What follows belongs to an exercise in optimizing a design on an open flow for small area; a production flow would make more cautious choices. The RTL was checked by simulation tests, not by an equivalence proof against the original design. Power is estimated from default activity; no workload was simulated.

Design csr_unit, start of the top module:
module csr_unit (
    input  logic               clk,
    input  logic               rst,
    input  logic               valid_wb,
    input  logic               csr_we_wb,
    input  csr_pkg::csr_addr_t csr_addr_wb,
    input  csr_pkg::xlen_t     csr_val_wb,
    input  csr_pkg::csr_addr_t csr_addr_id,
    input  csr_pkg::xlen_t     pc_wb,
    input  logic [1:0]         csr_ret_wb,
    input  csr_pkg::except_t   except_wb,
    output csr_pkg::xlen_t     csr_val_id,
    output csr_pkg::xlen_t     pc_csr,
    output csr_pkg::priv_e     priv,
    output logic               switch_mode
);
clock: 7.0 ns
lec_check: 0
cap_margin: 20
core_margin: 2
core_utilization: 45
place_density: 0.6
slew_margin: 20
synth_hierarchical: 1
standard.sh (not shown) runs the stock make flow with config.mk's settings and CLKGATE_MAP_FILE= SYNTH_SCRIPT=/design/flow/synth_recipe.tcl, a recipe that flattens the netlist after the stock synthesis.
==> flow/flow/run.sh <==
#!/bin/bash
# The standard ORFS layout (standard.sh), with these changes:
#  - after floorplan, logic gates that synthesis upsized go back to their
#    smallest drive strength (downsize.tcl); later repair re-sizes as needed;
#  - port buffers use the smallest buffer, sky130_fd_sc_hd__buf_1, instead of
#    the resizer's default pick (clkdlybuf4s50_1);
#  - CTS uses clkbuf_8, clusters more flip-flops per leaf buffer and adds no
#    dummy loads.
# Every tool's output goes to a log in this folder; ORFS's own per-step logs
# stay under orfs/logs/.
set -euo pipefail
export POST_FLOORPLAN_TCL="$(pwd)/flow/downsize.tcl"
export BUFFER_PORTS_ARGS="-buffer_cell sky130_fd_sc_hd__buf_1"
export CTS_ARGS="-sink_clustering_enable -repair_clock_nets -dont_use_dummy_load -sink_clustering_size 17 -sink_clustering_max_diameter 50 -buf_list {sky130_fd_sc_hd__clkbuf_8}"
bash standard.sh > standard.log 2>&1
==> flow/flow/downsize.tcl <==
# Synthesis (ABC) upsizes some logic gates for loads it cannot see across
# module boundaries. Put every multi-drive logic gate back to its smallest
# drive strength (same function and pins); the later repair steps upsize or
# buffer again wherever slew, capacitance or timing needs it.
set n 0
foreach inst [get_cells *] {
  set ref [get_property $inst ref_name]
  if { ![regexp {^sky130_fd_sc_hd__([a-z0-9]+)_([0-9]+)$} $ref -> base drive] } { continue }
  if { $drive <= 1 } { continue }
  if { [regexp {^(df|edf|sdf|sedf|dl|clk|buf|conb|tap|fill|decap|diode)} $base] } { continue }
  foreach d {1 0} {
    set cand [get_lib_cells -quiet */sky130_fd_sc_hd__${base}_$d]
    if { [llength $cand] > 0 } {
      replace_cell [get_property $inst full_name] [get_property [lindex $cand 0] name]
      incr n
      break
    }
  }
}
puts "downsize.tcl: resized $n instances to their smallest drive strength"
The baseline went through all stages and came out clean.
Change:
==> flow/flow/run.sh (replaced) <==
#!/bin/bash
# The standard ORFS layout (standard.sh), with these changes:
#  - after floorplan, logic gates that synthesis upsized go back to their
#    smallest drive strength (downsize.tcl); later repair re-sizes as needed;
#  - port buffers use the smallest buffer, sky130_fd_sc_hd__buf_1, instead of
#    the resizer's default pick (clkdlybuf4s50_1);
#  - CTS uses clkbuf_16, clusters more flip-flops per leaf buffer and adds no
#    dummy loads.
# Every tool's output goes to a log in this folder; ORFS's own per-step logs
# stay under orfs/logs/.
set -euo pipefail
export POST_FLOORPLAN_TCL="$(pwd)/flow/downsize.tcl"
export BUFFER_PORTS_ARGS="-buffer_cell sky130_fd_sc_hd__buf_1"
export CTS_ARGS="-sink_clustering_enable -repair_clock_nets -dont_use_dummy_load -sink_clustering_size 28 -sink_clustering_max_diameter 65 -buf_list {sky130_fd_sc_hd__clkbuf_16}"
bash standard.sh > standard.log 2>&1
Effect: The new run completed without violations; power increases by 0.41%; cell count is lower by 1.0%; clock-buffer cell count went down by 37; sequential share of layout area stays flat; global-route usage went down by 0.25 points.
Change:
==> flow/flow/run.sh (replaced) <==
#!/bin/bash
# The standard ORFS layout (standard.sh), with these changes:
#  - after floorplan, logic gates that synthesis upsized go back to their
#    smallest drive strength (downsize.tcl); later repair re-sizes as needed;
#  - port buffers use the smallest buffer, sky130_fd_sc_hd__buf_1, instead of
#    the resizer's default pick (clkdlybuf4s50_1);
#  - CTS uses clkbuf_8, clusters more flip-flops per leaf buffer and adds no
#    dummy loads.
# Every tool's output goes to a log in this folder; ORFS's own per-step logs
# stay under orfs/logs/.
set -euo pipefail
export POST_FLOORPLAN_TCL="$(pwd)/flow/downsize.tcl"
export BUFFER_PORTS_ARGS="-buffer_cell sky130_fd_sc_hd__buf_1"
export CTS_ARGS="-sink_clustering_enable -repair_clock_nets -dont_use_dummy_load -sink_clustering_size 14 -sink_clustering_max_diameter 45 -buf_list {sky130_fd_sc_hd__clkbuf_8}"
bash standard.sh > standard.log 2>&1
After rerunning:
- The changed run ran to the end with no violations
- utilization is higher by 0.23 points
- hold slack is worse by 8.5 ps
- power is higher by 1.3%
- cell area is higher by 0.47%
Change:
==> flow/run.sh (new file) <==
#!/bin/bash
# synth_recipe.tcl (not shown) runs the flow's synth.tcl, then flattens the netlist and writes it again
# the make line also repeats each setting of config.mk as NAME=value (left out here)
make -C /OpenROAD-flow-scripts/flow DESIGN_CONFIG=/design/flow/config.mk WORK_HOME=/design/flow/orfs CLKGATE_MAP_FILE= SYNTH_SCRIPT=/design/flow/synth_recipe.tcl finish
- CORE_UTILIZATION: 45 -> 40
- PLACE_DENSITY: 0.6 -> unset
removed: flow/flow/run.sh
removed: flow/flow/downsize.tcl
removed: flow/standard.sh
Outcome:
- The new run completed with no timing, DRC or antenna violations
- count of clock-buffer cells in the layout climbs by 30
- via count goes up by 1.1%
- clock power goes up by 58%
- worst setup slack gets worse by 350 ps
- utilization came out higher by 0.72 points
- area after synthesis does not change
- routed wire length goes up by 4.8%
- cell count rose by 5.5%
- cell area grows by 13%
- total power grows by 22%

[separate check: timing with driven ports]
The results above use ideal ports. As a check the final layouts listed here were re-extracted and re-timed, cells and wires unchanged. Step 1 sets driving cells, clkbuf_16 on the clock port and buf_2 on the other inputs (assumed; they add their load-dependent delay and slew). Step 2 times the ports against the registers' clock, not the clock port: input delays grow and output delays shrink by t, the midpoint of the rising clock arrivals with the driver on. a / b / c = ideal ports / drivers / drivers and shift; a / b = the first two.
| run | t (ns) | setup WS [ns] | worst setup path after step 2 | worst data-port slew with drivers (ns) |
|---|---|---|---|---|
| the first run | 0.754 | 0.580 / 0.558 / 0.558 | input to output | 0.15 |
| the second run | 0.664 | 0.478 / 0.456 / 0.456 | input to output | 0.14 |
| the third run | 0.748 | 0.618 / 0.596 / 0.596 | input to output | 0.14 |
| the fourth run | 0.685 | 0.268 / 0.246 / 0.246 | input to output | 0.13 |
After both steps every run listed still meets setup and hold.
